This design comes from an exercise in tuning for small area on the open sky130 flow, not from production work. At most, simulation tests tie the RTL to the original design; equivalence was not proved. Power figures rest on the tool's default switching activity, not on a simulated workload.

==> v25 <==
// efpga_test_top
module efpga_test_top (
  input  logic       CLK,
  input  logic       rst,
  input  logic       lint_req,
  input  logic       lint_wen,
  input  logic [19:0] lint_addr,
  input  logic [31:0] lint_wdata,
  input  logic [3:0]  lint_be,
  output logic       lint_gnt,
  output logic       lint_valid,
  output logic [31:0] lint_rdata,
  output logic [31:0] math_ctrl,
  output logic       math_clken,
  input  logic [31:0] math_result,
  output logic [31:0] gpio_out,
  output logic [31:0] gpio_oe,
  input  logic [31:0] gpio_in,
  output logic [11:0] ram_raddr,
  output logic [11:0] ram_waddr,
  output logic [31:0] ram_wdata,
  output logic       ram_we,
  output logic [31:0] ram_ctrl,
  input  logic [31:0] ram_rdata,
  output logic [56:0] tcdm,      
  output logic       tcdm_req,
  input  logic       tcdm_gnt,
  input  logic       tcdm_fmo,
  input  logic       tcdm_valid,
  input  logic [31:0] tcdm_rdata
);
export LEC_CHECK = 0
export CAP_MARGIN = 0
export CORE_MARGIN = 2
export CORE_UTILIZATION = 50
export SLEW_MARGIN = 0
export SYNTH_HIERARCHICAL = 1
export SYNTH_MINIMUM_KEEP_SIZE = 0
create_clock -name core_clock -period 5.0 [get_ports {CLK}]
standard.sh (not shown) runs the stock make flow with config.mk's settings and CLKGATE_MAP_FILE= SYNTH_SCRIPT=/design/flow/synth_recipe.tcl, a recipe that flattens the netlist after the stock synthesis.
==> flow/flow/run.sh <==
#!/bin/bash
# The standard layout (standard.sh) with these changes:
#  - after the standard synthesis, every combinational cell is swapped for the
#    smallest-area drive strength of the same function (downsize.py); the
#    resizer later upsizes or buffers whatever timing, slew or load needs
#  - port buffers use the smallest buffer (buf_1)
#  - a clock tree of clkbuf_8 with sink clusters of up to 15, no dummy loads
# Each step's output goes to a log file of its own in this folder.
set -euo pipefail
R=orfs/results/sky130hd/efpga_test_top/base
LIB=$FLOW_HOME/platforms/sky130hd/lib/sky130_fd_sc_hd__tt_025C_1v80.lib
KNOBS=(
  "BUFFER_PORTS_ARGS=-buffer_cell sky130_fd_sc_hd__buf_1"
  "CTS_ARGS=-sink_clustering_enable -repair_clock_nets -dont_use_dummy_load -sink_clustering_size 15 -sink_clustering_max_diameter 60 -buf_list {sky130_fd_sc_hd__clkbuf_8}"
)
bash standard.sh "${KNOBS[@]}" synth > flow_synth.log 2>&1
cp $R/1_2_yosys.v yosys_standard.v
python3 flow/downsize.py "$LIB" yosys_standard.v $R/1_2_yosys.v > flow_downsize.log 2>&1
bash standard.sh "${KNOBS[@]}" finish > flow_layout.log 2>&1
Other scripts of this flow, unchanged in this note and not shown: flow/flow/downsize.py
==> v39 (differences from v25) <==
--- a/flow/design.v
+++ b/flow/design.v
@@ -30,12 +30,19 @@
   output logic [W-1:0] q
 );
   always_ff @(posedge CLK) begin
     q <= (d & {W{e}}) | (q & {W{h}});
   end
 endmodule
+module sel_and (
+  input  logic a,
+  input  logic b,
+  output logic y
+);
+  assign y = a & b;
+endmodule
 module aoi222 (input logic a1, a2, b1, b2, c1, c2, output logic y);
   assign y = ~((a1 & a2) | (b1 & b2) | (c1 & c2));
 endmodule
 module aoi221 (input logic a1, a2, b1, b2, c1, output logic y);
   assign y = ~((a1 & a2) | (b1 & b2) | c1);
 endmodule
@@ -393,48 +400,68 @@
   lint_decode i_lint_decode (
     .addr(lint_addr),
     .a_cfg(a_cfg), .a_math(a_math), .a_ramc(a_ramc), .a_clken(a_clken), .a_gout(a_gout),
     .a_goe(a_goe), .a_gin(a_gin), .a_tdata(a_tdata), .a_mres(a_mres), .a_id(a_id),
     .is_ram(is_ram)
   );
+  logic        nrst, wr_ok;
   logic        w_cfg, w_ramc, w_gout, w_goe, w_tdata;
-  logic [3:0]  w_math;
+  logic [3:0]  am;
   logic [24:0] cfg_q;        
   logic [31:0] tcdm_wdata_q;
   logic [31:0] tcdm_result;
+  logic        e_cfg, h_cfg, e_ramc, h_ramc, e_gout, h_gout, e_goe, h_goe;
+  logic        e_tdata, h_tdata, e_tres, h_tres;
+  logic [3:0]  e_math, h_math;
+  assign nrst    = !rst;
+  assign wr_ok   = exec_wr && !rst;
   assign w_cfg   = exec_wr && a_cfg;
   assign w_ramc  = exec_wr && a_ramc;
   assign w_gout  = exec_wr && a_gout;
   assign w_goe   = exec_wr && a_goe;
   assign w_tdata = exec_wr && a_tdata;
-  assign w_math  = {4{exec_wr && a_math}} & lint_be;
+  assign am      = {4{a_math}} & lint_be;
+  sel_and i_e_cfg   (.a(wr_ok), .b(a_cfg),   .y(e_cfg));
+  sel_and i_h_cfg   (.a(nrst),  .b(!w_cfg),  .y(h_cfg));
+  sel_and i_e_ramc  (.a(wr_ok), .b(a_ramc),  .y(e_ramc));
+  sel_and i_h_ramc  (.a(nrst),  .b(!w_ramc), .y(h_ramc));
+  sel_and i_e_gout  (.a(wr_ok), .b(a_gout),  .y(e_gout));
+  sel_and i_h_gout  (.a(nrst),  .b(!w_gout), .y(h_gout));
+  sel_and i_e_goe   (.a(wr_ok), .b(a_goe),   .y(e_goe));
+  sel_and i_h_goe   (.a(nrst),  .b(!w_goe),  .y(h_goe));
+  sel_and i_e_tdata (.a(wr_ok), .b(a_tdata), .y(e_tdata));
+  sel_and i_h_tdata (.a(nrst),  .b(!w_tdata), .y(h_tdata));
+  sel_and i_e_tres  (.a(nrst),  .b(tcdm_valid),  .y(e_tres));
+  sel_and i_h_tres  (.a(nrst),  .b(!tcdm_valid), .y(h_tres));
   assign tcdm = {cfg_q, tcdm_wdata_q};
   ctrl_word #(.W(25)) i_cfg (
     .CLK(CLK), .d({lint_wdata[19:0], ~lint_wdata[23:20], lint_wdata[31]}),
-    .e(w_cfg && !rst), .h(!w_cfg && !rst), .q(cfg_q)
+    .e(e_cfg), .h(h_cfg), .q(cfg_q)
   );
   for (genvar i = 0; i < 4; i++) begin : g_math
+    sel_and i_e_math (.a(wr_ok), .b(am[i]), .y(e_math[i]));
+    sel_and i_h_math (.a(nrst), .b(!(exec_wr && am[i])), .y(h_math[i]));
     ctrl_word #(.W(8)) i_math (
       .CLK(CLK), .d(lint_wdata[8*i +: 8]),
-      .e(w_math[i] && !rst), .h(!w_math[i] && !rst), .q(math_ctrl[8*i +: 8])
+      .e(e_math[i]), .h(h_math[i]), .q(math_ctrl[8*i +: 8])
     );
   end
   ctrl_word #(.W(32)) i_ramc (
-    .CLK(CLK), .d(lint_wdata), .e(w_ramc && !rst), .h(!w_ramc && !rst), .q(ram_ctrl)
+    .CLK(CLK), .d(lint_wdata), .e(e_ramc), .h(h_ramc), .q(ram_ctrl)
   );
   ctrl_word #(.W(32)) i_gout (
-    .CLK(CLK), .d(lint_wdata), .e(w_gout && !rst), .h(!w_gout && !rst), .q(gpio_out)
+    .CLK(CLK), .d(lint_wdata), .e(e_gout), .h(h_gout), .q(gpio_out)
   );
   ctrl_word #(.W(32)) i_goe (
-    .CLK(CLK), .d(lint_wdata), .e(w_goe && !rst), .h(!w_goe && !rst), .q(gpio_oe)
+    .CLK(CLK), .d(lint_wdata), .e(e_goe), .h(h_goe), .q(gpio_oe)
   );
   ctrl_word #(.W(32)) i_tdata (
-    .CLK(CLK), .d(lint_wdata), .e(w_tdata && !rst), .h(!w_tdata && !rst), .q(tcdm_wdata_q)
+    .CLK(CLK), .d(lint_wdata), .e(e_tdata), .h(h_tdata), .q(tcdm_wdata_q)
   );
   ctrl_word #(.W(32)) i_tres (
-    .CLK(CLK), .d(tcdm_rdata), .e(tcdm_valid && !rst), .h(!tcdm_valid && !rst), .q(tcdm_result)
+    .CLK(CLK), .d(tcdm_rdata), .e(e_tres), .h(h_tres), .q(tcdm_result)
   );
   always_ff @(posedge CLK) begin
     if (rst) begin
       math_clken <= 1'b0;
       tcdm_req   <= 1'b0;
     end else begin
@@ -451,42 +478,52 @@
   always_ff @(posedge CLK) begin
     ram_addr_q <= lint_addr[11:0];
     if (rst) ram_we_q <= 1'b0;
     else     ram_we_q <= exec_wr && is_ram;
   end
   logic [1:0] ofs, wm, rm;
-  logic       w_word, w_half, w_byte, r_word, r_half, r_byte, ram_ld, hold;
+  logic       w_word, w_half, w_byte, r_word, r_half, r_byte, ram_ld;
   assign ofs = lint_addr[1:0];
   assign wm  = ram_ctrl[3:2];
   assign rm  = ram_ctrl[1:0];
-  assign w_half = exec_wr && (wm == 2'd1);
-  assign w_byte = exec_wr && (wm == 2'd2);
-  assign w_word = exec_wr && (wm[1] == wm[0]);
+  assign w_half = (wm == 2'd1);
+  assign w_byte = (wm == 2'd2);
+  assign w_word = (wm[1] == wm[0]);
   assign ram_ld = rd2_q && is_ram;
-  assign r_half = ram_ld && (rm == 2'd1);
-  assign r_byte = ram_ld && (rm == 2'd2);
-  assign r_word = ram_ld && (rm[1] == rm[0]);
-  assign hold   = !exec_wr && !rd1_q && !ram_ld;
+  assign r_half = (rm == 2'd1);
+  assign r_byte = (rm == 2'd2);
+  assign r_word = (rm[1] == rm[0]);
+  logic s_w0a, s_w0b, s_w8, s_w16a, s_w16b, s_w24, s_r0, s_r8, s_r16, s_r24;
+  logic s_cfg, s_math, s_ramc, s_gout, s_goe, s_gin, s_tres, s_mres, s_id, s_hold;
+  sel_and i_s_w0a (.a(exec_wr), .b(w_word || (w_half && !ofs[1]) || (w_byte && ofs == 2'd0)), .y(s_w0a));
+  sel_and i_s_w0b (.a(exec_wr), .b(w_word || (w_half && !ofs[1])), .y(s_w0b));
+  sel_and i_s_w8  (.a(exec_wr), .b(w_byte && ofs == 2'd1), .y(s_w8));
+  sel_and i_s_w16a(.a(exec_wr), .b((w_half && ofs[1]) || (w_byte && ofs == 2'd2)), .y(s_w16a));
+  sel_and i_s_w16b(.a(exec_wr), .b(w_half && ofs[1]), .y(s_w16b));
+  sel_and i_s_w24 (.a(exec_wr), .b(w_byte && ofs == 2'd3), .y(s_w24));
+  sel_and i_s_r0  (.a(ram_ld), .b(r_word || (r_half && !ofs[1]) || (r_byte && ofs == 2'd0)), .y(s_r0));
+  sel_and i_s_r8  (.a(ram_ld), .b(r_byte && ofs == 2'd1), .y(s_r8));
+  sel_and i_s_r16 (.a(ram_ld), .b((r_half && ofs[1]) || (r_byte && ofs == 2'd2)), .y(s_r16));
+  sel_and i_s_r24 (.a(ram_ld), .b(r_byte && ofs == 2'd3), .y(s_r24));
+  sel_and i_s_cfg (.a(rd1_q), .b(a_cfg),   .y(s_cfg));
+  sel_and i_s_math(.a(rd1_q), .b(a_math),  .y(s_math));
+  sel_and i_s_ramc(.a(rd1_q), .b(a_ramc),  .y(s_ramc));
+  sel_and i_s_gout(.a(rd1_q), .b(a_gout),  .y(s_gout));
+  sel_and i_s_goe (.a(rd1_q), .b(a_goe),   .y(s_goe));
+  sel_and i_s_gin (.a(rd1_q), .b(a_gin),   .y(s_gin));
+  sel_and i_s_tres(.a(rd1_q), .b(a_tdata), .y(s_tres));
+  sel_and i_s_mres(.a(rd1_q), .b(a_mres),  .y(s_mres));
+  sel_and i_s_id  (.a(rd1_q), .b(a_id),    .y(s_id));
+  sel_and i_s_hold(.a(!exec_wr && !rd1_q), .b(!ram_ld), .y(s_hold));
   read_mux i_read_mux (
     .CLK(CLK), .wd(lint_wdata), .rd(ram_rdata),
     .v_cfg({cfg_q[0], 7'b0, ~cfg_q[4:1], cfg_q[24:5]}),
     .v_math(math_ctrl), .v_ramc(ram_ctrl), .v_gout(gpio_out), .v_goe(gpio_oe),
     .v_gin(gpio_in), .v_tres(tcdm_result), .v_mres(math_result),
-    .s_w0a (w_word || (w_half && !ofs[1]) || (w_byte && ofs == 2'd0)),
-    .s_w0b (w_word || (w_half && !ofs[1])),
-    .s_w8  (w_byte && ofs == 2'd1),
-    .s_w16a((w_half && ofs[1]) || (w_byte && ofs == 2'd2)),
-    .s_w16b(w_half && ofs[1]),
-    .s_w24 (w_byte && ofs == 2'd3),
-    .s_r0a (r_word || (r_half && !ofs[1]) || (r_byte && ofs == 2'd0)),
-    .s_r0b (r_word || (r_half && !ofs[1]) || (r_byte && ofs == 2'd0)),
-    .s_r8  (r_byte && ofs == 2'd1),
-    .s_r16 ((r_half && ofs[1]) || (r_byte && ofs == 2'd2)),
-    .s_r24 (r_byte && ofs == 2'd3),
-    .s_cfg (rd1_q && a_cfg),  .s_math(rd1_q && a_math), .s_ramc(rd1_q && a_ramc),
-    .s_gout(rd1_q && a_gout), .s_goe (rd1_q && a_goe),  .s_gin (rd1_q && a_gin),
-    .s_tres(rd1_q && a_tdata), .s_mres(rd1_q && a_mres), .s_id (rd1_q && a_id),
-    .s_hold(hold),
+    .s_w0a(s_w0a), .s_w0b(s_w0b), .s_w8(s_w8), .s_w16a(s_w16a), .s_w16b(s_w16b), .s_w24(s_w24),
+    .s_r0a(s_r0), .s_r0b(s_r0), .s_r8(s_r8), .s_r16(s_r16), .s_r24(s_r24),
+    .s_cfg(s_cfg), .s_math(s_math), .s_ramc(s_ramc), .s_gout(s_gout), .s_goe(s_goe),
+    .s_gin(s_gin), .s_tres(s_tres), .s_mres(s_mres), .s_id(s_id), .s_hold(s_hold),
     .q(lint_rdata)
   );
   assign ram_wdata = lint_rdata;
 endmodule
==> run summary <==
item                                                                          v39                      v25
Per-cell via count in the routed design                                      6.74                     6.87
Met3 Track Usage GR                                                         10.2%                    8.90%
Worst-case vdd ir drop                                                   0.179 mV                 0.231 mV
Worst-path fanout max                                                          16                       20
Synthesis-to-layout area growth                                             17.6%                    18.5%
Starting DRT DRC Count                                                       1587                     1958
Crit path largest cell delay                                              0.78 ns                  0.73 ns
Clock-cell share of area                                                    2.55%                    2.54%
Number of multi-input combinational cells in the layout                       528                      509
Final wirelength                                                          47.6 mm                  47.6 mm
Area after DPL                                                         12100 um^2               12100 um^2
Hold wc startpoint                                               rd2_q$_SDFF_PP0_    i_tdata.q[21]$_DFF_P_
Met2 Use GR                                                                 65.0%                    65.8%
Half-perimeter wire length after placement                                33.5 mm                  33.8 mm
Final critical-path setup slack                                           1.64 ns                  1.45 ns
Run status                                               timing/DRC/antenna clean  timing/DRC/antenna clean
Worst setup endpoint                                      i_read_mux.q[5]$_DFF_P_  i_read_mux.q[1]$_DFF_P_
Number of global-route vias before repair                                   10138                    10230
Internal Power                                                            2.76 mW                  2.76 mW
Via total after detailed routing                                            10824                    10969
Share of the final layout cell area in multi-input gates                    35.0%                    34.9%
Slowest cell on crit path                                                  and2_1                   nor4_1
Routability cong.                                                           0.875                    0.908
Function not checked in v25: the RTL went through the layout flow alone.

-- re-timing with driven ports --
No port has a modelled driver above. Below, the same layouts with a new extraction and two added sets of constraints. Step 1: set_driving_cell puts a clkbuf_16 on CLK and a buf_2 on each other input, an assumption about the parent block. Step 2 also shifts input and output timing later by t, the mid clock arrival at the registers, as if the neighbouring blocks saw the same clock. Three values: no drivers, after step 1, after step 2; two values: the first two.
run	shift t [ns]	slack for setup (ns)	worst register clock-pin slew, ns
v25	0.589	1.453 / 1.478 / 0.889	0.10 / 0.10
v39	0.575	1.637 / 1.664 / 1.089	0.10 / 0.10
After both steps setup and hold are still met in every run listed. The setup slack of v25, which loses most, moves by +0.025 ns with the drivers and by -0.564 ns with both steps.
